Context: an optimization exercise on an open-source flow, tuned for small area, a short achievable clock period and few clock cycles. The choices shown serve that exercise and are no tape-out recipe. Only simulation tests tie the RTL to the original design; equivalence was not proved. Power figures rest on the tool's default switching activity, not on a simulated workload.

==> design.v <==
package rdst_pkg;
    localparam int MAX_ROWS  = 64;
    localparam int MAX_COLS  = 1024;
    localparam int ROW_W     = $clog2(MAX_ROWS);
    localparam int ROW_CNT_W = ROW_W + 1;
    localparam int COL_W     = 11;
    localparam int SPAN_W    = 2 * COL_W;
    localparam int CMD_W     = 2;
    localparam int ROWS_REG_W = 7;
    localparam int COLS_REG_W = 11;
    localparam int DATA_W    = 32;
    localparam int PADDR_W   = 3;
    localparam int REG_IDX_W = 1;
    localparam logic [ROWS_REG_W-1:0] RESET_ROWS = ROWS_REG_W'(24);
    localparam logic [COLS_REG_W-1:0] RESET_COLS = COLS_REG_W'(80);
    localparam logic [ROW_CNT_W-1:0]  MAX_ROWS_V = ROW_CNT_W'(MAX_ROWS);
    localparam logic [COL_W-1:0]      MAX_COLS_V = COL_W'(MAX_COLS);
    localparam logic [CMD_W-1:0] CMD_ADD      = 2'd0;
    localparam logic [CMD_W-1:0] CMD_MARK_ALL = 2'd1;
    localparam logic [CMD_W-1:0] CMD_FLIP     = 2'd2;
    localparam logic [REG_IDX_W-1:0] REG_ROWS = 1'b0;
    localparam logic [REG_IDX_W-1:0] REG_COLS = 1'b1;
    typedef struct packed {
        logic [CMD_W-1:0] cmd;
        logic [ROW_W-1:0] row;
        logic [COL_W-1:0] span_start;
        logic [COL_W-1:0] span_end;
    } in_item_t;
    typedef struct packed {
        logic [ROW_W-1:0] out_row;
        logic [COL_W-1:0] out_start;
        logic [COL_W-1:0] out_end;
        logic             span_valid;
        logic             last_span;
    } out_item_t;
    typedef struct packed {
        logic [COL_W-1:0] lo;
        logic [COL_W-1:0] hi;
    } span_t;
    typedef struct packed {
        logic [ROW_CNT_W-1:0] eff_rows;
        logic [COL_W-1:0]     eff_cols;
        logic                 load;
    } cfg_t;
    typedef struct packed {
        logic [ROW_CNT_W-1:0] band_first;
        logic [ROW_CNT_W-1:0] band_end;
        logic [MAX_ROWS-1:0]  dmg;
        logic [MAX_ROWS-1:0]  full;
    } track_status_t;
    typedef struct packed {
        logic             en;
        logic [ROW_W-1:0] addr;
        span_t            data;
    } ram_wr_t;
    typedef enum logic [1:0] {
        FLIP_IDLE,
        FLIP_LOAD,
        FLIP_WALK,
        FLIP_DONE
    } flip_state_t;
    function automatic logic [MAX_ROWS-1:0] row_mask(input logic [ROW_CNT_W-1:0] nr);
        logic [MAX_ROWS-1:0] m;
        for (int i = 0; i < MAX_ROWS; i++)
        begin
            m[i] = (ROW_CNT_W'(i) < nr);
        end
        row_mask = m;
    endfunction
endpackage
module row_damage_span_tracker (
    input  logic                          clk,
    input  logic                          rst_n,
    input  logic                          start,
    output logic                          busy,
    input  logic [29:0]                   item,
    output logic                          result_valid,
    output logic [29:0]                   result,
    input  logic                          psel,
    input  logic                          penable,
    input  logic                          pwrite,
    input  logic [rdst_pkg::PADDR_W-1:0]  paddr,
    input  logic [rdst_pkg::DATA_W-1:0]   pwdata,
    output logic [rdst_pkg::DATA_W-1:0]   prdata,
    output logic                          pready
);
    localparam int NR = rdst_pkg::MAX_ROWS;
    function automatic logic lt10(input logic [9:0] a, input logic [9:0] b);
        logic [9:0] l;
        logic [9:0] e;
        logic [4:0] l1;
        logic [4:0] e1;
        logic       l2a;
        logic       e2a;
        logic       l2b;
        logic       e2b;
        logic       l3;
        logic       e3;
        for (int i = 0; i < 10; i++)
        begin
            l[i] = ~a[i] & b[i];
            e[i] = ~(~a[i] & b[i]) & ~(a[i] & ~b[i]);
        end
        for (int i = 0; i < 5; i++)
        begin
            l1[i] = l[2*i+1] | (e[2*i+1] & l[2*i]);
            e1[i] = e[2*i+1] & e[2*i];
        end
        l2a = l1[1] | (e1[1] & l1[0]);
        e2a = e1[1] & e1[0];
        l2b = l1[3] | (e1[3] & l1[2]);
        e2b = e1[3] & e1[2];
        l3  = l2b | (e2b & l2a);
        e3  = e2b & e2a;
        lt10 = l1[4] | (e1[4] & l3);
    endfunction
    logic [6:0]  rows_reg;
    logic [10:0] cols_reg;
    logic [9:0]  ecm1_reg;      
    logic        load_reg;
    logic        apb_wr;
    assign apb_wr = psel && penable && pwrite;
    assign pready = 1'b1;
    assign prdata = paddr[2] ? {21'd0, cols_reg} : {25'd0, rows_reg};
    always_ff @(posedge clk or negedge rst_n)
    begin
        if (!rst_n)
        begin
            rows_reg <= rdst_pkg::RESET_ROWS;
            cols_reg <= rdst_pkg::RESET_COLS;
            ecm1_reg <= 10'(rdst_pkg::RESET_COLS - 11'd1);
            load_reg <= 1'b0;
        end
        else
        begin
            if (apb_wr && !paddr[2])
                rows_reg <= pwdata[6:0];
            if (apb_wr && paddr[2])
            begin
                cols_reg <= pwdata[10:0];
                ecm1_reg <= pwdata[10] ? 10'd1023 : 10'(pwdata[9:0] - 10'd1);
            end
            load_reg <= apb_wr;
        end
    end
    logic [6:0]    eff_rows;
    logic [10:0]   eff_cols;
    logic          grid_ok;
    logic [NR-1:0] mask;
    assign eff_rows = rows_reg[6] ? 7'd64 : rows_reg;
    assign eff_cols = cols_reg[10] ? 11'd1024 : cols_reg;
    assign grid_ok  = (rows_reg != 7'd0) && (cols_reg != 11'd0);
    assign mask     = rdst_pkg::row_mask(eff_rows);
    logic [1:0]  in_cmd;
    logic [5:0]  in_row;
    logic [9:0]  in_lo;
    logic [10:0] in_hm;         
    logic        in_ok;
    logic [10:0] in_s;
    logic [10:0] in_e;
    assign in_cmd = item[29:28];
    assign in_row = item[27:22];
    assign in_s   = item[21:11];
    assign in_e   = item[10:0];
    assign in_ok  = ({1'b0, in_row} < eff_rows) && (in_s < in_e) && (in_s < eff_cols);
    assign in_lo  = in_s[9:0];
    assign in_hm  = {(in_e <= eff_cols), in_e[9:0]};
    logic        a_v;
    logic [1:0]  a_cmd;
    logic [5:0]  a_row;
    logic [9:0]  a_lo;
    logic [10:0] a_hm;
    logic        a_ok;
    logic        b_v;
    logic [1:0]  b_cmd;
    logic [5:0]  b_row;
    logic [9:0]  b_lo;
    logic [10:0] b_hm;
    logic        b_ok;
    logic        accept;
    logic        a_stall;
    assign busy   = b_v;
    assign accept = start && !b_v;
    always_ff @(posedge clk or negedge rst_n)
    begin
        if (!rst_n)
        begin
            a_v <= 1'b0;
            b_v <= 1'b0;
        end
        else if (!a_stall)
        begin
            a_v <= b_v || accept;
            b_v <= 1'b0;
        end
        else if (accept)
        begin
            b_v <= 1'b1;
        end
    end
    always_ff @(posedge clk)
    begin
        if (!a_stall)
        begin
            if (b_v)
            begin
                a_cmd <= b_cmd;
                a_row <= b_row;
                a_lo  <= b_lo;
                a_hm  <= b_hm;
                a_ok  <= b_ok;
            end
            else
            begin
                a_cmd <= in_cmd;
                a_row <= in_row;
                a_lo  <= in_lo;
                a_hm  <= in_hm;
                a_ok  <= in_ok;
            end
        end
        if (accept)
        begin
            b_cmd <= in_cmd;
            b_row <= in_row;
            b_lo  <= in_lo;
            b_hm  <= in_hm;
            b_ok  <= in_ok;
        end
    end
    logic [NR-1:0] dmg;         
    logic          full;        
    logic [NR-1:0] pend;        
    logic          pend_full;   
    logic          pend_zero;   
    logic          p2_v;        
    logic [NR-1:0] p2;
    logic          p2_full;
    logic          p2_zero;
    logic [6:0]    dmg_cnt;     
    logic [6:0]    pend_cnt;    
    logic [6:0]    p2_cnt;      
    logic [NR-1:0] below;       
    logic [NR-1:0] pend_rest;   
    logic [NR-1:0] pend_low;    
    logic [NR-1:0] x;
    always_comb
    begin
        x = {pend[NR-2:0], 1'b0};
        for (int k = 1; k < NR; k = k * 2)
        begin
            for (int i = NR - 1; i >= 0; i--)
            begin
                if (i >= k)
                    x[i] = x[i] | x[i-k];
            end
        end
        below = x;
    end
    assign pend_rest = pend & below;
    assign pend_low  = pend & ~below;
    logic       e1_v;
    logic [5:0] e1_row;
    logic       e1_full;
    logic       e1_last;
    logic       e1_empty;
    logic       e_want;     
    logic       e_stall;    
    logic       r_v;
    logic       r_merge;
    logic [5:0] r_row;
    logic [9:0] r_lo;
    logic [9:0] r_hm;
    logic       x_v;
    logic       x_merge;
    logic [5:0] x_row;
    logic [9:0] x_lo;
    logic [9:0] x_hm;
    logic [9:0] x_old_lo;
    logic [9:0] x_old_hm;
    logic [9:0] x_new_lo;
    logic [9:0] x_new_hm;
    logic       o_v;
    logic [1:0] o_lvl;
    logic [5:0] o_row;
    logic [9:0] o_lo;
    logic [9:0] o_hm;
    logic       o_hit;      
    logic       o_alloc;    
    logic       e1_o;       
    logic       e1_ol1;     
    logic       r_o;
    logic       x_o;
    logic       r_rd;
    logic       is_add;
    logic       is_mark;
    logic       is_flip;
    logic       a_hold;
    logic       a_blk;
    logic       a_dmg;
    logic       add_go;
    logic       l1_done;    
    logic       q_free;
    logic       snap;
    logic       pop;
    assign is_add  = a_v && (a_cmd == rdst_pkg::CMD_ADD);
    assign is_mark = a_v && (a_cmd == rdst_pkg::CMD_MARK_ALL) && grid_ok;
    assign is_flip = a_v && (a_cmd == rdst_pkg::CMD_FLIP);
    logic [5:0]    nx_row;
    logic          la_dmg;
    logic          la_hold;
    logic [NR-1:0] hold_vec;
    logic [NR-1:0] a_oh;
    logic          stay_hold;
    logic          in_hold;
    logic          in_dmg;
    assign nx_row   = b_v ? b_row : in_row;
    assign hold_vec = (pend & {NR{!pend_full}}) | (p2 & {NR{p2_v && !p2_full}});
    always_comb
    begin
        for (int i = 0; i < NR; i++)
            a_oh[i] = (a_row == 6'(i));
    end
    assign stay_hold = (|(a_oh & hold_vec)) || (e_stall && (e1_row == a_row));
    assign in_hold   = hold_vec[nx_row] || (e_stall && (e1_row == nx_row))
                       || (snap && !full && dmg[nx_row]);
    assign in_dmg    = !(load_reg || snap) && (dmg[nx_row] || (add_go && (a_row == nx_row)));
    always_ff @(posedge clk)
    begin
        la_hold <= a_stall ? stay_hold : in_hold;
        la_dmg  <= a_stall ? la_dmg : in_dmg;
    end
    assign a_dmg   = la_dmg;
    assign a_hold  = la_hold;
    assign o_hit   = o_v && (o_lvl == 2'd0) && (o_row == a_row);
    assign o_alloc = !o_v;
    assign a_blk   = a_hold && !o_hit && o_v;
    assign add_go  = is_add && a_ok && !full && !a_blk;
    assign e_want  = e1_v && !e1_full && !e1_empty;
    assign e1_o    = e1_ol1 && !e1_empty && (o_row == e1_row);
    assign e_stall = e_want && r_v && r_rd;
    assign pop     = !e_stall;
    assign l1_done = ((pend_cnt == 7'd0) && (!pend_zero || pop)) || ((pend_cnt == 7'd1) && pop);
    assign q_free  = !p2_v || l1_done;
    assign snap    = is_flip && q_free;
    assign a_stall = (is_add && a_ok && !full && a_blk) || (is_flip && !q_free);
    always_ff @(posedge clk or negedge rst_n)
    begin
        if (!rst_n)
        begin
            dmg       <= rdst_pkg::row_mask(7'(rdst_pkg::RESET_ROWS));
            dmg_cnt   <= 7'(rdst_pkg::RESET_ROWS);
            pend_cnt  <= 7'd0;
            full      <= 1'b1;
            pend      <= '0;
            pend_zero <= 1'b0;
            p2_v      <= 1'b0;
        end
        else
        begin
            if (load_reg)
            begin
                dmg     <= grid_ok ? mask : '0;
                dmg_cnt <= grid_ok ? eff_rows : 7'd0;
                full    <= grid_ok;
            end
            else if (snap)
            begin
                dmg     <= '0;
                dmg_cnt <= 7'd0;
                full    <= 1'b0;
            end
            else if (is_mark)
            begin
                dmg     <= mask;
                dmg_cnt <= eff_rows;
                full    <= 1'b1;
            end
            else if (add_go)
            begin
                dmg[a_row] <= 1'b1;
                if (!a_dmg)
                    dmg_cnt <= dmg_cnt + 7'd1;
            end
            if (l1_done && p2_v)
            begin
                pend      <= p2;
                pend_cnt  <= p2_cnt;
                pend_zero <= p2_zero;
            end
            else if (l1_done && snap)
            begin
                pend      <= dmg;
                pend_cnt  <= dmg_cnt;
                pend_zero <= (dmg_cnt == 7'd0);
            end
            else if (pop)
            begin
                pend <= pend_rest;
                if (pend_cnt != 7'd0)
                    pend_cnt <= pend_cnt - 7'd1;
                else
                    pend_zero <= 1'b0;
            end
            if (snap && (p2_v || !l1_done))
                p2_v <= 1'b1;
            else if (l1_done)
                p2_v <= 1'b0;
        end
    end
    always_ff @(posedge clk)
    begin
        if (l1_done && p2_v)
            pend_full <= p2_full;
        else if (l1_done && snap)
            pend_full <= full;
        if (snap)
        begin
            p2      <= dmg;
            p2_full <= full;
            p2_cnt  <= dmg_cnt;
            p2_zero <= (dmg_cnt == 7'd0);
        end
    end
    logic [9:0] lo_mem [NR];
    logic [9:0] hm_mem [NR];
    logic [NR-1:0] port_oh;     
    logic [NR-1:0] e1_oh;
    logic          rd_next;     
    logic [9:0]    rd_lo;
    logic [9:0]    rd_hm;
    logic          r_fwd;
    assign rd_next = add_go && a_dmg && !o_hit && !a_hold;
    always_comb
    begin
        for (int i = 0; i < NR; i++)
        begin
            e1_oh[i] = (e1_row == 6'(i));
        end
    end
    always_ff @(posedge clk)
    begin
        if (rd_next)
            port_oh <= a_oh;
        else if (pop)
            port_oh <= pend_low;
        else
            port_oh <= e1_oh;
    end
    always_comb
    begin
        rd_lo = '0;
        rd_hm = '0;
        for (int i = 0; i < NR; i++)
        begin
            rd_lo = rd_lo | (lo_mem[i] & {10{port_oh[i]}});
            rd_hm = rd_hm | (hm_mem[i] & {10{port_oh[i]}});
        end
    end
    assign r_fwd    = x_v && (x_o ? r_o : (!r_o && (x_row == r_row)));
    always_ff @(posedge clk or negedge rst_n)
    begin
        if (!rst_n)
        begin
            r_v <= 1'b0;
            x_v <= 1'b0;
        end
        else
        begin
            r_v <= add_go;
            x_v <= r_v;
        end
    end
    always_ff @(posedge clk)
    begin
        r_merge  <= a_dmg;
        r_o      <= o_hit || (a_hold && o_alloc);
        r_rd     <= a_dmg && !o_hit && !a_hold;
        x_o      <= r_o;
        r_row    <= a_row;
        r_lo     <= a_lo;
        r_hm     <= a_hm[10] ? (a_hm[9:0] - 10'd1) : ecm1_reg;
        x_merge  <= r_merge;
        x_row    <= r_row;
        x_lo     <= r_lo;
        x_hm     <= r_hm;
        x_old_lo <= r_fwd ? x_new_lo : (r_o ? o_lo : rd_lo);
        x_old_hm <= r_fwd ? x_new_hm : (r_o ? o_hm : rd_hm);
    end
    logic [9:0] x_src_lo;
    logic [9:0] x_src_hm;
    assign x_src_lo = x_old_lo;
    assign x_src_hm = x_old_hm;
    assign x_new_lo = (!x_merge || lt10(x_lo, x_src_lo)) ? x_lo : x_src_lo;
    assign x_new_hm = (!x_merge || lt10(x_src_hm, x_hm)) ? x_hm : x_src_hm;
    always_ff @(posedge clk)
    begin
        if (x_v && x_o)
        begin
            o_lo <= x_new_lo;
            o_hm <= x_new_hm;
        end
    end
    always_ff @(posedge clk or negedge rst_n)
    begin
        if (!rst_n)
        begin
            o_v <= 1'b0;
        end
        else
        begin
            if (load_reg)
                o_v <= 1'b0;
            else if (is_mark && (o_lvl == 2'd0))
                o_v <= 1'b0;
            else if (add_go && a_hold && !o_hit && o_alloc)
            begin
                o_v   <= 1'b1;
                o_lvl <= 2'd0;
                o_row <= a_row;
            end
            else if (o_v && e1_v && e1_o && pop)
                o_v <= 1'b0;
            else if (o_v && snap && (o_lvl == 2'd0))
                o_lvl <= (l1_done && !p2_v) ? 2'd1 : 2'd2;
            else if (o_v && l1_done && p2_v && (o_lvl == 2'd2))
                o_lvl <= 2'd1;
        end
    end
    genvar gi;
    generate
        for (gi = 0; gi < NR; gi++)
        begin : g_row
            always_ff @(posedge clk)
            begin
                if (x_v && !x_o && (x_row == 6'(gi)))
                begin
                    lo_mem[gi] <= x_new_lo;
                    hm_mem[gi] <= x_new_hm;
                end
            end
        end
    endgenerate
    logic [5:0] low_idx;
    always_comb
    begin
        low_idx = '0;
        for (int i = 0; i < NR; i++)
        begin
            if (pend_low[i])
                low_idx = low_idx | 6'(i);
        end
    end
    always_ff @(posedge clk or negedge rst_n)
    begin
        if (!rst_n)
            e1_v <= 1'b0;
        else if (pop)
            e1_v <= (pend_cnt != 7'd0) || pend_zero;
    end
    always_ff @(posedge clk)
    begin
        if (pop)
        begin
            e1_row   <= low_idx;
            e1_full  <= pend_full;
            e1_last  <= (pend_cnt == 7'd1);
            e1_empty <= (pend_cnt == 7'd0);
            e1_ol1   <= o_v && (o_lvl == 2'd1) && !(e1_v && e1_o);
        end
    end
    logic       e2_v;
    logic [5:0] e2_row;
    logic       e2_full;
    logic       e2_last;
    logic       e2_empty;
    logic [9:0] e2_lo;
    logic [9:0] e2_hm;
    always_ff @(posedge clk or negedge rst_n)
    begin
        if (!rst_n)
            e2_v <= 1'b0;
        else
            e2_v <= e1_v && pop;
    end
    always_ff @(posedge clk)
    begin
        e2_row   <= e1_row;
        e2_full  <= e1_full;
        e2_last  <= e1_last;
        e2_empty <= e1_empty;
        e2_lo    <= e1_o ? o_lo : rd_lo;
        e2_hm    <= e1_o ? o_hm : rd_hm;
    end
    logic        res_v;
    logic [29:0] res;
    logic [10:0] e2_hi;
    assign e2_hi = {1'b0, e2_hm} + 11'd1;
    always_ff @(posedge clk or negedge rst_n)
    begin
        if (!rst_n)
            res_v <= 1'b0;
        else
            res_v <= e2_v;
    end
    always_ff @(posedge clk)
    begin
        if (e2_empty)
            res <= {6'd0, 11'd0, 11'd0, 1'b0, 1'b1};
        else if (e2_full)
            res <= {e2_row, 11'd0, eff_cols, 1'b1, e2_last};
        else
            res <= {e2_row, 1'b0, e2_lo, e2_hi, 1'b1, e2_last};
    end
    assign result_valid = res_v;
    assign result       = res;
endmodule
==> run.sh <==
#!/bin/bash
# synth_recipe.tcl (not shown) runs the flow's synth.tcl, then flattens the netlist and writes it again
# the make line also repeats each setting of config.mk as NAME=value (left out here)
make -C /OpenROAD-flow-scripts/flow DESIGN_CONFIG=/design/flow/config.mk WORK_HOME=/design/flow/orfs CLKGATE_MAP_FILE= SYNTH_SCRIPT=/design/flow/synth_recipe.tcl finish
==> config.mk <==
export PLATFORM = sky130hd
export DESIGN_NAME = row_damage_span_tracker
export DESIGN_NICKNAME = row_damage_span_tracker
export VERILOG_FILES = /design/flow/design.v
export SDC_FILE = /design/flow/constraint.sdc
export NUM_CORES = 4
export LEC_CHECK = 0
export ABC_CLOCK_PERIOD_IN_PS = 2700
export CAP_MARGIN = 20
export CORE_MARGIN = 2
export CORE_UTILIZATION = 40
export CTS_CLUSTER_DIAMETER = 80
export CTS_CLUSTER_SIZE = 25
export SETUP_SLACK_MARGIN = 2.3
export SLEW_MARGIN = 20
==> constraint.sdc <==
create_clock -name core_clock -period 5.0 [get_ports {clk}]
set_input_delay 1.0000 -clock core_clock [delete_from_list [all_inputs] [get_ports {clk}]]
set_output_delay 1.0000 -clock core_clock [all_outputs]
set_load 0.01 [all_outputs]
==> impl_metrics.env, run 1 <==
export IMPL_fin_hold_ws_ns=0.277
export IMPL_cts_inserted_buffers=87
export IMPL_critPathLaunch="pend[29]$_DFFE_PN0P_"
export IMPL_grt_pass1_wl_mm=416
export IMPL_finalHoldViolations=0
export IMPL_required_ns=5.63
export IMPL_fillers=15700
export IMPL_chipWidth_um=434
export IMPL_synth_cells=5166
export IMPL_async_flop_share_pct=9.92
export IMPL_fmax_ghz=0.342
export IMPL_maxSlewViolCount=0
export IMPL_final_nets=5706
export IMPL_io_pins=136
export IMPL_core_um2=183000
export IMPL_critPathMaxStageDelay_ns=0.48
export IMPL_cts_buffer_depth=3
export IMPL_tightest_slew_ns=1.19
export IMPL_start_kind="flop"
export IMPL_drcViolationCount=0
export IMPL_grt_pass1_vias=49800
export IMPL_portBuffers=89
export IMPL_synth_flop_cell="edfxtp_1"
export IMPL_rows=157
export IMPL_setup_violations=0
export IMPL_power_density_nw_per_um2=682
export IMPL_synth_seq_cells=1835
export IMPL_cp_num_buf_inv=2
export IMPL_cp_slowest_cell="or4_4"
export IMPL_insertion_delay_ns=0.78
export IMPL_critPathKind="reg -> reg"
export IMPL_rr_endpoint="e1_row[2]$_SDFFCE_PP1N_"
export IMPL_grt_start_max_net_pins=100
export IMPL_grt_total_usage_pct=32.2
export IMPL_dieArea_um2=188000
export IMPL_reg_top3="hm_mem x640, lo_mem x640"
export IMPL_drive_gt1_share_pct=22.9
export IMPL_p_leak_nw=30.1
export IMPL_start_util_pct=40.3
export IMPL_rsz0062_at_grt="true"
export IMPL_firstDrtPassIters=6
export IMPL_yosysWarnings=3
export IMPL_skew_ns=0.0365
export IMPL_relSlewSlack_pct=20.2
export IMPL_htree_levels=3
export IMPL_reg2reg_slack_ns=2.08
export IMPL_fin_tns_setup_ns=0
export IMPL_routed_via_count=56000
export IMPL_place_gp_congestion=0.960
export IMPL_postRouteWirelength_mm=325
export IMPL_path_cells="buf_6, or4_4, or2_4, buf_4, nor4_2, and3_1, o21ai_0, o21ai_0, nor3_1, nand4_1"
export IMPL_synth_area_um2=73800
export IMPL_area_growth_syn_to_layout_pct=19.3
export IMPL_worst_path_dominant_cell_family="simple AND/OR/NAND/NOR gates"
export IMPL_cts_root_buffer="clkbuf_16"
export IMPL_wl_per_cell_um=40.1
export IMPL_avgSynthCellArea_um2=14.3
export IMPL_worstHoldPathType="in -> async"
export IMPL_avgViaCountPerCell=6.91
export IMPL_crit_arrival_ns=3.55
export IMPL_synth_edf_count=1453
export IMPL_yosysSeqAreaShare_pct=70.8
export IMPL_die_y_um=434
export IMPL_tritoncts="done"
export IMPL_ant_nets=0
export IMPL_clkTransAtPathRegs_ns=0.11
export IMPL_hpwl_mm=180
export IMPL_layout_min_cycle_time_ns=2.92
export IMPL_r2r_cells=10
export IMPL_cap_violations=0
export IMPL_antenna_found_initial=16
export IMPL_clock_sinks=1835
export IMPL_ys_types=91
export IMPL_r2r_start="pend[29]$_DFFE_PN0P_"
export IMPL_status="finished clean"
export IMPL_path_max_fanout=4
export IMPL_crit_top_cell="o21ai_0"
export IMPL_worst_setup_path_end_kind="flop"
export IMPL_ir_drop_v=0.000711
export IMPL_fin_crit_sh_pct=58.5
export IMPL_overflow=0
export IMPL_drt_iter0_drc=10900
==> routing by layer <==
layer	part of all wire, %	GRT usage (%)	up-vias
li1	-	-	21500
met1	34	42.2	28000
met2	42	47.2	5135
met5	0.026	0	-
met3	14	8.42	1311
met4	9.9	21.4	12
==> how the worst max path moves through the flow <==
stage,endpoint,depth (start not counted)
after floorplan,dmg[34]$_DFFE_PN0P_,11
after global placement,la_hold$_DFF_P_,8
after detailed placement,la_hold$_DFF_P_,9
after CTS,e1_row[4]$_SDFFCE_PP1N_,9
after global routing,pend[60]$_DFFE_PN0P_,9
final,e1_row[2]$_SDFFCE_PP1N_,10
==> cells in the mapped netlist, types with 34 or more instances <==
cell type | instances | area, um2
dfstp_2 | 36 | 946
a21oi_1 | 287 | 1440
nand3_1 | 56 | 280
clkbuf_1 | 296 | 1110
o21ai_0 | 192 | 961
dfxtp_1 | 200 | 4000
inv_1 | 77 | 289
xnor2_1 | 42 | 368
a22o_1 | 324 | 2840
o21a_1 | 45 | 338
a221oi_1 | 351 | 3070
o22ai_1 | 43 | 269
nand2_1 | 286 | 1070
edfxtp_1 | 1453 | 43600
and2_1 | 40 | 250
ha_1 | 66 | 826
nor3_1 | 56 | 280
dfrtp_1 | 146 | 3650
a22oi_1 | 101 | 758
a32oi_1 | 34 | 298
nor2_1 | 293 | 1100
nand4_1 | 101 | 632
a31oi_1 | 34 | 213
mux2_2 | 75 | 845
mux2i_1 | 50 | 500
==> metrics by stage <==
step | util [%] | instances | power [mW] | cell area [um2] | setup WS, ns
2_1_floorplan | - | 5187 | 32.9 | 74100 | 1.55
3_3_place_gp | 42.8 | 7584 | 41.5 | 78500 | 1.09
3_5_place_dp | 42.9 | 7585 | 41.7 | 78500 | 1.13
4_1_cts | 46.4 | 7930 | 54.7 | 85000 | 2.13
5_1_grt | 48.0 | 8090 | 60.8 | 88000 | 2.09
6_report | 48.0 | 8100 | 60.0 | 88000 | 2.08
==> cell usage in the layout (no fill, tap or decap), types with 101 or more instances in the layout <==
master	instances
edfxtp_1	1453
buf_4	360
a22o_1	324
a221oi_1	307
nand2_1	271
a21oi_1	211
nor2_1	208
o21ai_0	176
dfxtp_1	165
dfrtp_1	115
clkbuf_16	105
nand4_1	101
==> kinds of logic (layout without fill, tap and decap cells) <==
kind of cell / Yosys count / in the layout / share of synthesized area, %
AND/OR/NAND/NOR: 1041 / 1045 / 6.96
other: 2 / 35 / 0.0102
adder cells (fa/ha/maj): 66 / 66 / 1.12
multiplexers: 139 / 179 / 2.23
flip-flops: 1835 / 1835 / 70.8
AO/OA/AOI/OAI: 1577 / 1578 / 15.7
buffers and inverters: 439 / 831 / 2.43
XOR/XNOR: 67 / 67 / 0.795
==> final cells by class <==
type | count | area (um2) | share of cell area [%]
antenna | 12 | 30.0 | 0.0341
clock buffer | 126 | 2410 | 2.74
clock inverter | 18 | 263 | 0.298
inverter | 82 | 353 | 0.401
multi-input combinational | 2958 | 23200 | 26.3
sequential | 1835 | 52400 | 59.5
tap | 2464 | 3080 | 3.50
timing repair buffer | 604 | 6340 | 7.20
timing repair inverter | 1 | 5.00 | 0.00568
==> where the power goes <==
group | leakage (nW) | switching, mW | internal (mW)
logic | 11.7 | 18.0 | 10.7
registers | 17.1 | 2.10 | 20.6
clock network | 1.30 | 5.00 | 3.56
==> repair_timing <==
| action | CTS | global route |
|---|---|---|
| hold buffers | 0 | 0 |
| resized for setup | 445 | 321 |
| gates cloned | 21 | 53 |
| pin swaps | 101 | 97 |
| buffers inserted | 180 | 105 |
| endpoints found under the setup margin | 1855 | 1215 |
Testbench counts, summed over its fixed seeds: cycles 4,445.
==> run 2: changes to the inputs <==
--- a/config.mk
+++ b/config.mk
@@ -8,7 +8,7 @@
 export ABC_CLOCK_PERIOD_IN_PS = 2700
 export CAP_MARGIN = 20
 export CORE_MARGIN = 2
-export CORE_UTILIZATION = 40
+export CORE_UTILIZATION = 55
 export CTS_CLUSTER_DIAMETER = 80
 export CTS_CLUSTER_SIZE = 25
 export SETUP_SLACK_MARGIN = 2.3
==> run 2 against run 1 <==
Critical path depth did not move; global-route usage up 13 points; die area decreased by 27%; critical path type unchanged; critical endpoint is now e1_row[5]$_SDFFCE_PP1N_; largest power group unchanged.
==> impl_metrics.env, run 2 <==
export IMPL_cts_inserted_buffers=92
export IMPL_tightest_slew_ns=1.24
export IMPL_postRouteWirelength_mm=331
export IMPL_avgSynthCellArea_um2=14.3
export IMPL_avgViaCountPerCell=7.58
export IMPL_drt_iter0_drc=10500
export IMPL_place_gp_congestion=0.982
export IMPL_yosysWarnings=3
export IMPL_fmax_ghz=0.342
export IMPL_power_mw=63.9
export IMPL_post_route_util_pct=66.1
export IMPL_synth_seq_cells=1835
export IMPL_grt_total_usage_pct=44.9
export IMPL_dieArea_um2=137000
export IMPL_worst_setup_path_end_kind="flop"
export IMPL_crit_arrival_ns=3.53
export IMPL_cap_violations=0
export IMPL_ant_nets=0
export IMPL_overflow=0
export IMPL_portBuffers=89
export IMPL_ir_drop_v=0.000929
export IMPL_drcViolationCount=0
export IMPL_fin_tns_setup_ns=0
export IMPL_rsz0062_at_grt="true"
export IMPL_grt_start_max_net_pins=134
export IMPL_drive_gt1_share_pct=24.0
export IMPL_yosysSeqAreaShare_pct=70.8
export IMPL_path_max_fanout=7
export IMPL_wl_per_cell_um=44.5
export IMPL_clkTransAtPathRegs_ns=0.10
export IMPL_status="finished clean"
export IMPL_grt_pass1_vias=49700
export IMPL_hold_buffers=0
export IMPL_synthTopCellsByArea="edfxtp_1 (59%), dfxtp_1 (5.4%), dfrtp_1 (5.0%)"
export IMPL_worstHoldPathType="in -> async"
export IMPL_skew_ns=0.0401
export IMPL_hpwl_mm=184
export IMPL_relSlewSlack_pct=16.6
export IMPL_required_ns=5.61
export IMPL_fin_crit_sh_pct=58.4
export IMPL_finalHoldViolations=0
export IMPL_reg2reg_slack_ns=2.08
export IMPL_setup_violations=0
export IMPL_antenna_found_initial=20
export IMPL_layout_min_cycle_time_ns=2.92
export IMPL_area_growth_syn_to_layout_pct=19.3
export IMPL_io_pins=136
export IMPL_start_util_pct=55.4
export IMPL_htree_levels=3
export IMPL_cts_buffer_depth=3
export IMPL_reg_top3="hm_mem x640, lo_mem x640"
export IMPL_final_common_cell="edfxtp_1"
export IMPL_p_leak_nw=30.3
export IMPL_firstDrtPassIters=8
export IMPL_start_kind="flop"
export IMPL_die_y_um=370
export IMPL_synth_edf_count=1453
export IMPL_maxSlewViolCount=0
export IMPL_tritoncts="done"
export IMPL_core_um2=133000
export IMPL_cts_root_buffer="clkbuf_16"
export IMPL_power_density_nw_per_um2=725
export IMPL_final_cell_mix="edfxtp_1 (1,453), buf_4 (360), a22o_1 (324)"
export IMPL_synth_area_um2=73800
export IMPL_synth_cells_most_frequent="edfxtp_1 (1,453), a221oi_1 (351), a22o_1 (324)"
export IMPL_routed_via_count=56400
export IMPL_ys_types=91
export IMPL_yosysTopAreaCell="edfxtp_1"
export IMPL_synth_top_area_share_pct=59.1
export IMPL_synth_cells=5166
export IMPL_synthMostInstantiatedCell="edfxtp_1"
export IMPL_critPathKind="reg -> reg"
export IMPL_final_nets=5744
export IMPL_grt_pass1_wl_mm=417
export IMPL_insertion_delay_ns=0.77
export IMPL_clock_sinks=1835
export IMPL_synth_flop_cell="edfxtp_1"
export IMPL_async_flop_share_pct=9.92
export IMPL_rows=134
export IMPL_chipWidth_um=370
run 2: cell types whose count changed in the layout (fill, tap and decap cells not counted), moves of 7 or more:
cell | previous run | this run
a221oi_1 | 307 | 314
a22oi_1 | 88 | 78
a22oi_2 | 13 | 23
buf_6 | 56 | 79
clkbuf_1 | 32 | 22
clkbuf_16 | 105 | 116
clkdlybuf4s50_1 | 54 | 69
dlygate4sd2_1 | 16 | 9
dlymetal6s2s_1 | 9 | 2
nand2_1 | 271 | 263
nor2_2 | 17 | 7
nor2_4 | 71 | 82
run 2: through the flow:
| step | setup WS [ns] | instances | instance area [um2] | hold slack, ns |
|---|---|---|---|---|
| 5_1_grt | 1.97 | 7428 | 88000 | 0.210 |
| 3_5_place_dp | 0.977 | 6898 | 77800 | 0.312 |
| 6_report | 2.08 | 7445 | 88000 | 0.178 |
| 3_3_place_gp | 1.00 | 6896 | 77700 | 0.311 |
| 2_1_floorplan | 1.55 | 5187 | 74100 | 0.310 |
| 4_1_cts | 2.03 | 7217 | 83900 | 0.191 |
run 2: final cells by class:
class / count / area, um2
diodes: 17 / 42.5
clock buffers: 118 / 2480
clock inverters: 29 / 394
fillers: 9707 / 45200
inverters: 82 / 349
multi-input cells: 2963 / 23500
flip-flops and latches: 1835 / 52400
well taps: 1768 / 2210
repair buffers: 633 / 6660
run 2: worst paths after layout:
check,from,end,cells after the start
setup reg to reg,pend[10]$_DFFE_PN0P_,e1_row[5]$_SDFFCE_PP1N_,10
setup / recovery,pend[10]$_DFFE_PN0P_,e1_row[5]$_SDFFCE_PP1N_,10
max in group asynchronous,rst_n,pend[16]$_DFFE_PN0P_,2
hold reg to reg,r_lo[3]$_DFF_P_,x_lo[3]$_DFF_P_,0
hold / removal,rst_n,pend[3]$_DFFE_PN0P_,1
min in group core_clock,r_lo[3]$_DFF_P_,x_lo[3]$_DFF_P_,0
run 2: routing by layer:
metal	vias up	share of wire [%]	GRT usage, %
met1	28100	33	58.0
met5	-	0.034	0
li1	21500	-	-
met2	5358	42	66.3
met4	16	9.3	28.6
met3	1427	16	13.4
run 2: timing repair:
action,4_1_cts,5_1_grt
buffers inserted,158,142
gates cloned,14,68
gates resized for setup,391,425
endpoints found under the setup margin,1849,1514
pin swaps,106,108
run 2: cell families (layout without fill, tap and decap cells):
family / after synthesis / after routing / synth area share (%)
other cells: 2 / 40 / 0.0102
xor+xnor: 67 / 67 / 0.795
fa+ha+maj: 66 / 66 / 1.12
buf+inv: 439 / 862 / 2.43
flops: 1835 / 1835 / 70.8
mux: 139 / 186 / 2.23
simple gates: 1041 / 1044 / 6.96
compound gates: 1577 / 1577 / 15.7
run 2: where the power goes:
group / internal, mW / switching (mW)
combinational: 12.2 / 19.9
clock: 3.75 / 5.15
sequential: 20.6 / 2.27
total: 36.6 / 27.3
run 2: worst max-delay path, cell delays in order, from the launching register on:
cell	delay [ns]
dfrtp_2	0.46
or4_4	0.55
nor4_4	0.28
buf_6	0.17
nand4_4	0.16
buf_6	0.20
or4_4	0.49
o211ai_1	0.15
or4_4	0.19
nor4_2	0.04
nand4_1	0.08
==> run 3: changes to the inputs <==
--- a/config.mk
+++ b/config.mk
@@ -8,8 +8,9 @@
 export ABC_CLOCK_PERIOD_IN_PS = 2700
 export CAP_MARGIN = 20
 export CORE_MARGIN = 2
-export CORE_UTILIZATION = 55
+export CORE_UTILIZATION = 40
 export CTS_CLUSTER_DIAMETER = 80
 export CTS_CLUSTER_SIZE = 25
 export SETUP_SLACK_MARGIN = 2.3
 export SLEW_MARGIN = 20
+export TNS_END_PERCENT = 5
==> run 3 against run 2 <==
Still clean; via count fell by 3.3%; non-clock buffer count fell by 111; sequential power barely moved; sequential share of layout area rose by 1.4 points; global-route usage fell by 13 points; register-to-register slack got worse by 0.23 ns; critical path type unchanged; largest power group unchanged.
==> impl_metrics.env, run 3 <==
export IMPL_status="finished clean"
export IMPL_skew_ns=0.0635
export IMPL_fin_hold_ws_ns=0.189
export IMPL_tritoncts="done"
export IMPL_setup_violations=0
export IMPL_fmax_ghz=0.318
export IMPL_maxSlewViolCount=0
export IMPL_grt_pass1_wl_mm=412
export IMPL_rows=157
export IMPL_place_gp_congestion=1.00
export IMPL_relSlewSlack_pct=17.2
export IMPL_worstHoldPathType="in -> async"
export IMPL_routed_via_count=54600
export IMPL_fin_tns_setup_ns=0
export IMPL_insertion_delay_ns=0.81
export IMPL_met1_length_mm=113
export IMPL_final_nets=5596
export IMPL_avgSynthCellArea_um2=14.3
export IMPL_final_cell_mix="edfxtp_1 (1,453), a221oi_1 (324), a22o_1 (323)"
export IMPL_yosysWarnings=3
export IMPL_synth_cells=5166
export IMPL_portBuffers=89
export IMPL_ir_drop_v=0.000700
export IMPL_synth_area_um2=73800
export IMPL_synth_flop_cell="edfxtp_1"
export IMPL_grt_total_usage_pct=31.8
export IMPL_finalHoldViolations=0
export IMPL_rsz0062_at_grt="true"
export IMPL_hpwl_mm=185
export IMPL_worst_setup_path_end_kind="flop"
export IMPL_grt_start_max_net_pins=115
export IMPL_synthTopCellsByArea="edfxtp_1 (59%), dfxtp_1 (5.4%), dfrtp_1 (5.0%)"
export IMPL_yosysSeqAreaShare_pct=70.8
export IMPL_hold_buffers=0
export IMPL_cts_buffer_depth=3
export IMPL_tightest_slew_ns=1.23
export IMPL_ant_nets=0
export IMPL_htree_levels=3
export IMPL_reg_top3="hm_mem x640, lo_mem x640"
export IMPL_cts_inserted_buffers=91
export IMPL_grt_pass1_vias=49300
export IMPL_start_util_pct=40.3
export IMPL_dieArea_um2=188000
export IMPL_area_growth_syn_to_layout_pct=16.4
export IMPL_placed_cell_area_um2=78600
export IMPL_postRouteWirelength_mm=315
export IMPL_io_pins=136
export IMPL_avgViaCountPerCell=6.83
export IMPL_drcViolationCount=0
export IMPL_path_max_fanout=20
export IMPL_clock_sinks=1835
export IMPL_wl_met2_mm=134
export IMPL_synth_top_area_share_pct=59.1
export IMPL_chipWidth_um=434
export IMPL_antenna_found_initial=16
export IMPL_overflow=0
export IMPL_setup_slack_ns=1.85
export IMPL_highest_layer="met5"
export IMPL_synth_cells_most_frequent="edfxtp_1 (1,453), a221oi_1 (351), a22o_1 (324)"
export IMPL_cts_root_buffer="clkbuf_16"
export IMPL_post_place_ws_ns=1.00
export IMPL_core_um2=183000
export IMPL_synth_seq_cells=1835
export IMPL_die_y_um=434
export IMPL_wl_met3_mm=49.1
export IMPL_required_ns=5.70
export IMPL_yosysTopAreaCell="edfxtp_1"
export IMPL_p_leak_nw=29.1
export IMPL_firstDrtPassIters=9
export IMPL_synthMostInstantiatedCell="edfxtp_1"
export IMPL_clkTransAtPathRegs_ns=0.11
export IMPL_wl_per_cell_um=39.4
export IMPL_async_flop_share_pct=9.92
export IMPL_crit_arrival_ns=3.84
export IMPL_fin_area_um2=85900
export IMPL_synth_edf_count=1453
export IMPL_critPathKind="reg -> reg"
export IMPL_drt_iter0_drc=9875
export IMPL_drive_gt1_share_pct=18.9
export IMPL_cap_violations=0
export IMPL_start_kind="flop"
export IMPL_fillers=15800
export IMPL_fin_crit_sh_pct=62.9
export IMPL_power_density_nw_per_um2=670
export IMPL_final_common_cell="edfxtp_1"
export IMPL_layout_min_cycle_time_ns=3.15
export IMPL_ys_types=91
## run 3: cell counts after synthesis
Identical to the previous run, type by type.
## run 3: layout make-up
type                            instances  area (um2)  share of cell area (%)
Sequential cell                      1835       52300                    60.9
Multi-Input combinational cell       2926       21800                    25.4
Timing Repair Buffer                  522        5390                    6.28
Tap cell                             2464        3080                    3.59
Clock buffer                          126        2470                    2.88
Clock inverter                         29         462                   0.537
Inverter                               82         337                   0.392
Antenna cell                            9        22.5                  0.0262
Timing Repair inverter                  1        7.51                 0.00874
## run 3: final timing paths
check,start,end,slack [ns],depth (start not counted)
setup / recovery,port_oh[41]$_DFF_P_,x_old_lo[1]$_DFF_P_,1.85,8
hold / removal,rst_n,dmg[50]$_DFFE_PN0P_,0.19,1
setup reg to reg,port_oh[41]$_DFF_P_,x_old_lo[1]$_DFF_P_,1.85,8
hold reg to reg,r_hm[3]$_DFF_P_,x_hm[3]$_DFF_P_,0.31,0
max in group asynchronous,rst_n,pend[39]$_DFFE_PN0P_,3.36,2
min in group core_clock,r_hm[3]$_DFF_P_,x_hm[3]$_DFF_P_,0.31,0
## run 3: cell families after synthesis
family | count (synthesis) | share of synthesized area, %
DFF | 1835 | 70.8
buffers and inverters | 439 | 2.43
adders and majority gates | 66 | 1.12
AOI/OAI and AO/OA | 1577 | 15.7
xor gates and xnor gates | 67 | 0.795
muxes | 139 | 2.23
and+or+nand+nor | 1041 | 6.96
other | 2 | 0.0102
## run 3: per-layer routing
| layer | track usage (%) | vias up |
|---|---|---|
| met4 | 14.6 | 22 |
| met2 | 47.0 | 4771 |
| met5 | 0 | - |
| li1 | - | 21200 |
| met1 | 42.6 | 27700 |
| met3 | 10.3 | 913 |
## run 3: where the power goes
| part | switching [mW] | total, mW | leakage, nW | internal (mW) |
|---|---|---|---|---|
| clock | 5.25 | 9.02 | 1.42 | 3.77 |
| combinational | 16.9 | 25.8 | 10.6 | 8.90 |
| sequential | 2.08 | 22.7 | 17.1 | 20.6 |
| total | 24.3 | 57.6 | 29.1 | 33.3 |
## run 3: critical path, stage by stage (launching register included)
cell      delay, ns
dfxtp_1        0.31
buf_4          0.28
a22o_1         0.30
a221oi_1       0.46
nand4_1        0.41
or4_1          0.81
mux2i_1        0.22
nand2_1        0.09
o21a_1         0.13
## run 3: timing repair
| item | in CTS | in global routing |
|---|---|---|
| gates cloned | 13 | 26 |
| hold endpoints to repair | 0 | 0 |
| endpoints found under the setup margin | 1867 | 1773 |
| buffers inserted | 85 | 110 |
| pin swaps | 35 | 61 |
| resized for setup | 228 | 311 |
## run 3: through the flow
step / std cells / util [%] / total power [mW]
final: 7994 / 46.9 / 57.6
after global routing: 7987 / 46.9 / 58.6
after CTS: 7847 / 45.4 / 53.4
after detailed placement: 7594 / 42.9 / 42.0
after global placement: 7592 / 42.8 / 41.8
after floorplan: 5187 / - / 32.8
==> run 4: changes to the inputs <==
--- a/config.mk
+++ b/config.mk
@@ -5,6 +5,7 @@
 export SDC_FILE = /design/flow/constraint.sdc
 export NUM_CORES = 4
 export LEC_CHECK = 0
+export ABC_AREA = 1
 export ABC_CLOCK_PERIOD_IN_PS = 2700
 export CAP_MARGIN = 20
 export CORE_MARGIN = 2
@@ -13,4 +14,3 @@
 export CTS_CLUSTER_SIZE = 25
 export SETUP_SLACK_MARGIN = 2.3
 export SLEW_MARGIN = 20
-export TNS_END_PERCENT = 5
==> run 4 against run 3 <==
Still clean on timing, DRC and antenna; register-to-register slack improved by 0.34 ns; design area increased by 4.8%; area after synthesis is 5.5% higher; critical endpoint is now x_old_lo[6]$_DFF_P_.
==> impl_metrics.env, run 4 <==
export IMPL_yosysTopAreaCell="edfxtp_1"
export IMPL_portBuffers=89
export IMPL_yosysSeqAreaShare_pct=67.1
export IMPL_post_route_util_pct=46.6
export IMPL_ant_nets=0
export IMPL_required_ns=5.70
export IMPL_drcViolationCount=0
export IMPL_fmax_ghz=0.356
export IMPL_postRouteWirelength_mm=351
export IMPL_wl_per_cell_um=35.1
export IMPL_tritoncts="done"
export IMPL_drive_gt1_share_pct=14.7
export IMPL_tightest_slew_ns=1.00
export IMPL_skew_ns=0.100
export IMPL_setup_violations=0
export IMPL_worst_setup_path_end_kind="flop"
export IMPL_grt_pass1_wl_mm=460
export IMPL_grt_pass1_vias=56400
export IMPL_cp_slowest_cell="nand4_1"
export IMPL_synth_seq_cells=1835
export IMPL_grt_start_max_net_pins=132
export IMPL_drt_iter0_drc=10000
export IMPL_power_density_nw_per_um2=598
export IMPL_fin_area_um2=90000
export IMPL_final_cell_mix="nand2_1 (1,716), edfxtp_1 (1,453), nand3_1 (566)"
export IMPL_synth_top_area_share_pct=56.0
export IMPL_reg2reg_slack_ns=2.19
export IMPL_critPathMaxStageDelay_ns=0.69
export IMPL_cts_buffer_depth=3
export IMPL_layout_min_cycle_time_ns=2.81
export IMPL_async_flop_share_pct=9.92
export IMPL_crit_arrival_ns=3.50
export IMPL_chipWidth_um=445
export IMPL_yosysWarnings=3
export IMPL_avgSynthCellArea_um2=11.0
export IMPL_critPathKind="reg -> reg"
export IMPL_crit_top_cell="nand2_1"
export IMPL_die_y_um=445
export IMPL_insertion_delay_ns=0.82
export IMPL_htree_levels=3
export IMPL_start_kind="flop"
export IMPL_avgViaCountPerCell=6.21
export IMPL_fin_tns_setup_ns=0
export IMPL_firstDrtPassIters=6
export IMPL_antenna_found_initial=19
export IMPL_synth_cells_most_frequent="nand2_1 (1,760), edfxtp_1 (1,453), nand3_1 (582)"
export IMPL_synth_flop_cell="edfxtp_1"
export IMPL_dieArea_um2=198000
export IMPL_rows=161
export IMPL_path_max_fanout=20
export IMPL_worstHoldPathType="in -> async"
export IMPL_synthTopCellsByArea="edfxtp_1 (56%), nand2_1 (8.5%), dfxtp_1 (5.1%)"
export IMPL_path_cells="buf_6, a221oi_4, nand4_1, nor2_1, nand4_1, nor2_4, buf_6, nand2_1, nand2_1, nand2_1"
export IMPL_area_growth_syn_to_layout_pct=15.6
export IMPL_overflow=0
export IMPL_relSlewSlack_pct=33.0
export IMPL_cts_inserted_buffers=101
export IMPL_ir_drop_v=0.000421
export IMPL_hpwl_mm=221
export IMPL_clock_sinks=1835
export IMPL_start_util_pct=40.3
export IMPL_cts_root_buffer="clkbuf_16"
export IMPL_ys_types=63
export IMPL_routed_via_count=62200
export IMPL_core_um2=193000
export IMPL_placed_cell_area_um2=82800
export IMPL_synth_cells=7059
export IMPL_rsz0062_at_grt="true"
export IMPL_p_leak_nw=33.6
export IMPL_fin_crit_sh_pct=56.1
export IMPL_grt_total_usage_pct=33.6
export IMPL_io_pins=136
export IMPL_final_common_cell="nand2_1"
export IMPL_synth_area_um2=77800
export IMPL_place_gp_congestion=0.972
export IMPL_reg_top3="hm_mem x640, lo_mem x640"
export IMPL_cap_violations=0
export IMPL_finalHoldViolations=0
export IMPL_synthMostInstantiatedCell="nand2_1"
export IMPL_clkTransAtPathRegs_ns=0.10
export IMPL_status="finished clean"
export IMPL_synth_edf_count=1453
export IMPL_final_nets=7542
export IMPL_maxSlewViolCount=0
==> run 4: path summary, 6_finish.rpt <==
kind,startpoint,endpoint,cells after the start
min in group core_clock,r_merge$_DFF_P_,x_merge$_DFF_P_,0
max in group asynchronous,rst_n,pend[37]$_DFFE_PN0P_,2
max,port_oh[1]$_DFF_P_,x_old_lo[6]$_DFF_P_,10
min,rst_n,dmg_cnt[5]$_DFFE_PN0P_,1
max reg2reg,port_oh[1]$_DFF_P_,x_old_lo[6]$_DFF_P_,10
min reg2reg,r_merge$_DFF_P_,x_merge$_DFF_P_,0
==> run 4: metrics by stage <==
step	hold WS (ns)	instances	total power, mW	setup slack, ns
floorplan	0.310	7080	30.5	2.17
global placement	0.311	9608	39.6	1.20
detailed placement	0.312	9608	39.7	1.24
CTS	0.146	9876	50.7	2.21
global route	0.183	10000	55.1	2.17
finish	0.166	10000	53.8	2.19
==> run 4: layout make-up <==
| class | instances | area (um2) |
|---|---|---|
| fillers | 17700 | 103000 |
| flip-flops and latches | 1835 | 52300 |
| multi-input cells | 4400 | 23900 |
| repair buffers | 530 | 5090 |
| well taps | 2526 | 3160 |
| clock buffers | 132 | 2690 |
| inverters | 533 | 2110 |
| clock inverters | 47 | 659 |
| repair inverters | 4 | 27.5 |
| diodes | 8 | 20.0 |
==> run 4: power by group <==
part / total [mW] / switching [mW] / leakage [nW] / internal (mW)
Combinational: 22.5 / 16.8 / 14.9 / 5.73
Sequential: 21.6 / 1.16 / 17.1 / 20.5
Clock: 9.70 / 5.56 / 1.61 / 4.14
Total: 53.8 / 23.5 / 33.6 / 30.3
==> run 4: cells by family (layout without fill, tap and decap cells) <==
family                   after synthesis  count (layout)  synth area share (%)
buffers and inverters                880            1246                  4.61
AO/OA/AOI/OAI                        956             956                  8.76
flip-flops                          1835            1835                  67.1
XOR/XNOR                              30              30                 0.347
adder cells (fa/ha/maj)               66              66                  1.06
AND/OR/NAND/NOR                     3290            3325                  18.1
other                                  2              31               0.00965
==> run 4: repair_timing <==
item                                     CTS  global route
endpoints found under the hold margin      0             0
gates resized for setup                  337           263
setup buffers                             69           102
hold buffers                               0             0
pin swaps                                 41            66
endpoints found under the setup margin  1808          1210
gates cloned                              20            29
==> run 4: metal layers <==
metal  vias up  share of wire (%)  track usage (%)  routed length, um
li1      25700                  -                -                  -
met1     30800                 37             45.0             129000
met2      4689                 43             50.9             151000
met3       926                 14             8.46              48900
met4         8                6.3             16.3              22000
met5         -              0.026                0                 91
==> run 4: worst max-delay path, delay by kind of cell, from the launching register on <==
kind / cells / cell delay (ns)
AND/OR/NAND/NOR: 7 / 1.59
AO/OA/AOI/OAI: 1 / 0.38
buffers and inverters: 2 / 0.35
flip-flops: 1 / 0.32
==> run 5: changes to the inputs <==
--- a/config.mk
+++ b/config.mk
@@ -5,12 +5,11 @@
 export SDC_FILE = /design/flow/constraint.sdc
 export NUM_CORES = 4
 export LEC_CHECK = 0
-export ABC_AREA = 1
 export ABC_CLOCK_PERIOD_IN_PS = 2700
-export CAP_MARGIN = 20
+export CAP_MARGIN = 10
 export CORE_MARGIN = 2
 export CORE_UTILIZATION = 40
 export CTS_CLUSTER_DIAMETER = 80
 export CTS_CLUSTER_SIZE = 25
 export SETUP_SLACK_MARGIN = 2.3
-export SLEW_MARGIN = 20
+export SLEW_MARGIN = 10
==> run 5 against run 4 <==
Still clean; utilization is 1.4 points higher; global-route usage is 1.4 points lower; critical path depth stayed put; clock-buffer cell count is 6 lower; hold slack better by 0.11 ns; worst setup slack worse by 0.12 ns; cell count is 19% lower; wire length is 7.5% lower; first-iteration DRC count is 8.9% higher; critical endpoint is now e1_row[2]$_SDFFCE_PP1N_; largest power group unchanged.
==> impl_metrics.env, run 5 <==
export IMPL_grt_start_max_net_pins=100
export IMPL_fin_tns_setup_ns=0
export IMPL_synthTopCellsByArea="edfxtp_1 (59%), dfxtp_1 (5.4%), dfrtp_1 (5.0%)"
export IMPL_postRouteWirelength_mm=325
export IMPL_p_leak_nw=30.1
export IMPL_critPathKind="reg -> reg"
export IMPL_rsz0062_at_grt="true"
export IMPL_crit_top_cell="o21ai_0"
export IMPL_cp_slowest_cell="or4_4"
export IMPL_synth_area_um2=73800
export IMPL_fin_crit_sh_pct=58.4
export IMPL_relSlewSlack_pct=18.7
export IMPL_fillers=15700
export IMPL_routed_via_count=56000
export IMPL_p_seq_share_pct=37.8
export IMPL_clkTransAtPathRegs_ns=0.11
export IMPL_p_int_mw=34.9
export IMPL_final_common_cell="edfxtp_1"
export IMPL_grt_pass1_wl_mm=416
export IMPL_ir_drop_v=0.000710
export IMPL_grt_pass1_vias=49800
export IMPL_synth_top_area_share_pct=59.1
export IMPL_p_sw_share_pct=41.9
export IMPL_combPwrFrac_pct=47.9
export IMPL_maxSlewViolCount=0
export IMPL_yosysSeqAreaShare_pct=70.8
export IMPL_synth_seq_cells=1835
export IMPL_required_ns=5.63
export IMPL_worst_path_dominant_cell_family="simple AND/OR/NAND/NOR gates"
export IMPL_tritoncts="done"
export IMPL_io_pins=136
export IMPL_yosysTopAreaCell="edfxtp_1"
export IMPL_rows=157
export IMPL_skew_ns=0.0385
export IMPL_path_cells="buf_6, or4_4, or2_4, buf_4, nor4_2, and3_1, o21ai_0, o21ai_0, nor3_1, nand4_1"
export IMPL_htree_levels=3
export IMPL_clkPwrFrac_pct=14.3
export IMPL_status="finished clean"
export IMPL_synthMostInstantiatedCell="edfxtp_1"
export IMPL_wl_per_cell_um=40.1
export IMPL_worstHoldPathType="in -> async"
export IMPL_avgSynthCellArea_um2=14.3
export IMPL_final_cell_mix="edfxtp_1 (1,453), buf_4 (360), a22o_1 (324)"
export IMPL_dieArea_um2=188000
export IMPL_portBuffers=89
export IMPL_fmax_ghz=0.342
export IMPL_chipWidth_um=434
export IMPL_worst_setup_path_end_kind="flop"
export IMPL_hpwl_mm=180
export IMPL_fin_area_um2=88000
export IMPL_start_util_pct=40.3
export IMPL_synth_cells=5166
export IMPL_drive_gt1_share_pct=22.9
export IMPL_placed_cell_area_um2=78500
export IMPL_power_mw=60.0
export IMPL_tightest_slew_ns=1.22
export IMPL_ys_types=91
export IMPL_finalHoldViolations=0
export IMPL_place_gp_congestion=0.960
export IMPL_synth_edf_count=1453
export IMPL_final_nets=5706
export IMPL_avgViaCountPerCell=6.91
export IMPL_switchingPower_mw=25.2
export IMPL_path_max_fanout=4
export IMPL_power_density_nw_per_um2=682
export IMPL_start_kind="flop"
export IMPL_reg2reg_slack_ns=2.08
export IMPL_setup_violations=0
export IMPL_cts_inserted_buffers=87
export IMPL_overflow=0
export IMPL_firstDrtPassIters=8
export IMPL_crit_arrival_ns=3.55
export IMPL_die_y_um=434
export IMPL_reg_top3="hm_mem x640, lo_mem x640"
export IMPL_core_um2=183000
export IMPL_ant_nets=0
export IMPL_synth_cells_most_frequent="edfxtp_1 (1,453), a221oi_1 (351), a22o_1 (324)"
export IMPL_cp_num_buf_inv=2
export IMPL_grt_total_usage_pct=32.2
export IMPL_drcViolationCount=0
export IMPL_cts_root_buffer="clkbuf_16"
export IMPL_async_flop_share_pct=9.92
export IMPL_critPathMaxStageDelay_ns=0.48
export IMPL_insertion_delay_ns=0.79
export IMPL_layout_min_cycle_time_ns=2.92
export IMPL_area_growth_syn_to_layout_pct=19.3
export IMPL_cts_buffer_depth=3
export IMPL_antenna_found_initial=16
export IMPL_synth_flop_cell="edfxtp_1"
export IMPL_cap_violations=0
export IMPL_drt_iter0_drc=10900
export IMPL_yosysWarnings=3
export IMPL_clock_sinks=1835
==> run 5: area by class of cell <==
class	instances	area, um2	area share, %
clock buffers	126	2410	2.74
well taps	2464	3080	3.50
repair buffers	604	6340	7.20
flip-flops and latches	1835	52400	59.5
diodes	14	35.0	0.0398
multi-input cells	2958	23200	26.3
inverters	82	353	0.401
clock inverters	18	263	0.298
repair inverters	1	5.00	0.00568
==> run 5: kinds of logic after synthesis <==
logic type | share of synthesized area [%]
AOI/OAI and AO/OA | 15.7
xor gates and xnor gates | 0.795
adders and majority gates | 1.12
buffers and inverters | 2.43
DFF | 70.8
muxes | 2.23
other | 0.0102
and+or+nand+nor | 6.96
==> run 5: repair_timing <==
action	4_1_cts	5_1_grt
endpoints found under the setup margin	1855	1215
pin swaps	101	97
gates cloned	21	53
setup buffers	180	105
hold buffers	0	0
resized for setup	445	321
==> run 5: final timing paths <==
check / start / endpoint / depth (start not counted)
setup / recovery: pend[29]$_DFFE_PN0P_ / e1_row[2]$_SDFFCE_PP1N_ / 10
hold / removal: rst_n / dmg[55]$_DFFE_PN0P_ / 1
setup reg to reg: pend[29]$_DFFE_PN0P_ / e1_row[2]$_SDFFCE_PP1N_ / 10
hold reg to reg: r_hm[2]$_DFF_P_ / x_hm[2]$_DFF_P_ / 0
max in group asynchronous: rst_n / pend[31]$_DFFE_PN0P_ / 2
min in group core_clock: r_hm[2]$_DFF_P_ / x_hm[2]$_DFF_P_ / 0
==> run 5: power by group through the flow <==
stage | sequential, mW | combinational, mW | clock, mW
4_1_cts | 22.3 | 23.9 | 8.51
3_3_place_gp | 22.7 | 18.9 | 0
5_1_grt | 22.7 | 29.1 | 9.03
6_report | 22.7 | 28.8 | 8.56
2_1_floorplan | 21.6 | 11.3 | 0
3_5_place_dp | 22.7 | 19.0 | 0
==> run 5: metrics by stage <==
stage | hold slack, ns | setup slack [ns] | std cells | utilization [%]
finish | 0.277 | 2.08 | 8102 | 48.0
global route | 0.320 | 2.09 | 8090 | 48.0
floorplan | 0.310 | 1.55 | 5187 | -
CTS | 0.311 | 2.13 | 7930 | 46.4
global placement | 0.312 | 1.09 | 7584 | 42.8
detailed placement | 0.312 | 1.13 | 7585 | 42.9
==> run 5: per-layer routing <==
layer	track usage, %	routed length (um)	vias to the layer above
met4	21.4	32000	12
li1	-	-	21400
met2	47.2	136000	5125
met1	42.2	110000	28100
met5	0	84	-
met3	8.42	47100	1331
==> run 6: changes to the inputs <==
==> config.mk (replaced) <==
export PLATFORM = sky130hd
export DESIGN_NAME = row_damage_span_tracker
export DESIGN_NICKNAME = row_damage_span_tracker
export VERILOG_FILES = /design/flow/design.v
export SDC_FILE = /design/flow/constraint.sdc
export NUM_CORES = 4
export LEC_CHECK = 0
export ABC_AREA = 1
export ABC_CLOCK_PERIOD_IN_PS = 2600
export CAP_MARGIN = 20
export CORE_MARGIN = 2
export CORE_UTILIZATION = 40
export CTS_CLUSTER_DIAMETER = 80
export CTS_CLUSTER_SIZE = 25
export SETUP_SLACK_MARGIN = 2.4
export SLEW_MARGIN = 20
==> run 6 against run 5 <==
Still clean; wire length rose by 6.8%; power shrank 10%; worst setup slack improved by 0.15 ns; highest routed layer unchanged.
==> impl_metrics.env, run 6 <==
export IMPL_final_nets=7565
export IMPL_area_growth_syn_to_layout_pct=16.5
export IMPL_grt_pass1_wl_mm=454
export IMPL_avgSynthCellArea_um2=11.0
export IMPL_r2r_cells=5
export IMPL_dp_cells=9590
export IMPL_hpwl_mm=216
export IMPL_worst_path_dominant_cell_family="flip-flops"
export IMPL_cap_violations=0
export IMPL_synth_cells=7059
export IMPL_worst_setup_path_end_kind="output pin"
export IMPL_fillers=17700
export IMPL_clock_sinks=1835
export IMPL_cp_num_buf_inv=2
export IMPL_rr_endpoint="lo_mem[7][3]$_DFFE_PP_"
export IMPL_cts_root_buffer="clkbuf_16"
export IMPL_place_gp_congestion=0.973
export IMPL_rsz0062_at_grt="true"
export IMPL_cts_buffer_depth=3
export IMPL_rows=161
export IMPL_portBuffers=89
export IMPL_clkTransAtPathRegs_ns=0.10
export IMPL_power_density_nw_per_um2=595
export IMPL_tightest_slew_ns=1.16
export IMPL_grt_total_usage_pct=33.0
export IMPL_synth_cells_most_frequent="nand2_1 (1,760), edfxtp_1 (1,453), nand3_1 (582)"
export IMPL_firstDrtPassIters=7
export IMPL_ys_types=63
export IMPL_yosysWarnings=3
export IMPL_final_cell_mix="nand2_1 (1,713), edfxtp_1 (1,453), nand3_1 (556)"
export IMPL_htree_levels=3
export IMPL_insertion_delay_ns=0.84
export IMPL_chipWidth_um=445
export IMPL_post_place_ws_ns=1.20
export IMPL_cts_inserted_buffers=101
export IMPL_die_y_um=445
export IMPL_antenna_found_initial=20
export IMPL_start_kind="flop"
export IMPL_fin_crit_sh_pct=55.4
export IMPL_grt_pass1_vias=56200
export IMPL_reg2reg_slack_ns=2.31
export IMPL_drive_gt1_share_pct=15.6
export IMPL_overflow=0
export IMPL_async_flop_share_pct=9.92
export IMPL_postRouteWirelength_mm=347
export IMPL_wl_per_cell_um=34.6
export IMPL_hold_buffers=0
export IMPL_synth_area_um2=77800
export IMPL_final_common_cell="nand2_1"
export IMPL_ant_nets=0
export IMPL_critPathKind="reg -> out"
export IMPL_drt_iter0_drc=10300
export IMPL_fin_tns_setup_ns=0
export IMPL_setup_violations=0
export IMPL_path_cells="inv_4, o21ai_2, buf_2"
export IMPL_layout_min_cycle_time_ns=2.77
export IMPL_dieArea_um2=198000
export IMPL_finalNonFillerCells=10000
export IMPL_avgViaCountPerCell=6.24
export IMPL_skew_ns=0.123
export IMPL_status="finished clean"
export IMPL_io_pins=136
export IMPL_relSlewSlack_pct=22.5
export IMPL_fmax_ghz=0.361
export IMPL_yosysSeqAreaShare_pct=67.1
export IMPL_core_um2=193000
export IMPL_critPathMaxStageDelay_ns=0.62
export IMPL_crit_arrival_ns=1.77
export IMPL_drcViolationCount=0
export IMPL_r2r_start="x_row[2]$_DFF_P_"
export IMPL_worstHoldPathType="in -> async"
export IMPL_setup_slack_ns=2.23
export IMPL_routed_via_count=62600
export IMPL_cp_slowest_cell="dfstp_2"
export IMPL_p_leak_nw=33.9
export IMPL_synthTopCellsByArea="edfxtp_1 (56%), nand2_1 (8.5%), dfxtp_1 (5.1%)"
export IMPL_grt_start_max_net_pins=106
export IMPL_synth_seq_cells=1835
export IMPL_reg_top3="hm_mem x640, lo_mem x640"
export IMPL_yosysTopAreaCell="edfxtp_1"
export IMPL_ir_drop_v=0.000435
export IMPL_synth_edf_count=1453
export IMPL_synthMostInstantiatedCell="nand2_1"
export IMPL_tritoncts="done"
export IMPL_finalHoldViolations=0
export IMPL_start_util_pct=40.3
export IMPL_path_max_fanout=4
export IMPL_synth_flop_cell="edfxtp_1"
export IMPL_required_ns=4.00
export IMPL_maxSlewViolCount=0
export IMPL_synth_top_area_share_pct=56.0
==> run 6: kinds of logic after synthesis <==
kind of cell / Yosys count / synth area share (%)
XOR/XNOR: 30 / 0.347
other: 2 / 0.00965
AO/OA/AOI/OAI: 956 / 8.76
adder cells (fa/ha/maj): 66 / 1.06
buffers and inverters: 880 / 4.61
flip-flops: 1835 / 67.1
AND/OR/NAND/NOR: 3290 / 18.1
==> run 6: worst max-delay path by stage <==
stage	startpoint	endpoint	depth (start not counted)	slack, ns
floorplan	pend_cnt[0]$_DFFE_PN0P_	o_lvl[0]$_SDFFCE_PP0P_	13	2.17
global placement	a_row[3]$_DFFE_PP_	port_oh[27]$_DFF_P_	11	1.18
detailed placement	a_row[3]$_DFFE_PP_	port_oh[27]$_DFF_P_	11	1.20
CTS	x_row[1]$_DFF_P_	lo_mem[22][6]$_DFFE_PP_	5	2.18
global route	rows_reg[4]$_DFFE_PN1P_	prdata[4]	3	2.21
finish	rows_reg[4]$_DFFE_PN1P_	prdata[4]	3	2.23
==> run 6: area by class of cell <==
class	instances	area (um2)	area share [%]
Timing Repair inverter	4	30.0	0.0331
Multi-Input combinational cell	4402	24200	26.7
Inverter	533	2140	2.37
Clock inverter	53	795	0.876
Timing Repair Buffer	551	5330	5.87
Clock buffer	122	2700	2.98
Antenna cell	6	15.0	0.0166
Sequential cell	1835	52300	57.7
Tap cell	2526	3160	3.49
==> run 6: timing repair <==
item / CTS / global route
setup buffers: 101 / 105
endpoints found under the setup margin: 2005 / 1632
pin swaps: 51 / 96
gates resized for setup: 408 / 285
gates cloned: 19 / 36
==> run 6: routing by layer <==
| metal | GRT usage (%) | wire [um] | vias up | share of wire (%) |
|---|---|---|---|---|
| met1 | 44.1 | 127000 | 30800 | 37 |
| met5 | 0 | 260 | - | 0.075 |
| met2 | 49.9 | 147000 | 4879 | 42 |
| met3 | 8.40 | 49400 | 1078 | 14 |
| met4 | 16.7 | 24100 | 10 | 7.0 |
| li1 | - | - | 25800 | - |
==> run 6: per-stage QoR <==
step	util [%]	total power, mW	hold slack (ns)	cell area [um2]
3_5_place_dp	42.8	39.3	0.312	82600
6_report	47.0	54.0	0.244	90700
2_1_floorplan	-	30.4	0.310	78000
4_1_cts	45.7	51.0	0.241	88200
3_3_place_gp	42.8	39.1	0.312	82600
5_1_grt	47.0	55.3	0.285	90700
==> run 6: power breakdown <==
group / internal [mW] / leakage (nW) / switching [mW]
Combinational: 5.92 / 15.1 / 16.6
Sequential: 20.4 / 17.1 / 1.15
Clock: 4.27 / 1.69 / 5.59

[port drivers added, routing unchanged]
How much do the figures lean on ideal ports? The routed layouts below were timed once more, with nothing changed but the port constraints. Step 1 sets driving cells, clkbuf_16 on the clock port and buf_2 on the other inputs (assumed; they add their load-dependent delay and slew). Step 2 times the ports against the registers' clock, not the clock port: input delays grow and output delays shrink by t, the midpoint of the rising clock arrivals with the driver on. Three values: ideal ports, drivers, drivers and shift; two values: the first two.
| run | t, ns | slack for setup (ns) | hold slack, ns | worst slew at a driven data input, ns |
|---|---|---|---|---|
| run 1 | 0.859 | 2.076 / 2.076 / 1.447 | 0.277 / 0.225 / 0.321 | 0.07 |
| run 2 | 0.834 | 2.079 / 2.079 / 1.595 | 0.178 / 0.129 / 0.329 | 0.05 |
| run 3 | 0.863 | 1.853 / 1.853 / 1.480 | 0.189 / 0.135 / 0.313 | 0.05 |
| run 4 | 0.868 | 2.194 / 2.194 / 1.675 | 0.166 / 0.124 / 0.317 | 0.09 |
| run 5 | 0.860 | 2.079 / 2.079 / 1.445 | 0.277 / 0.225 / 0.320 | 0.07 |
| run 6 | 0.872 | 2.231 / 2.136 / 1.674 | 0.244 / 0.186 / 0.333 | 0.10 |
After both steps setup and hold are still met in every run listed. For run 5, which loses most, drivers alone change the setup slack by 0.000 ns; drivers and shift together by -0.634 ns.
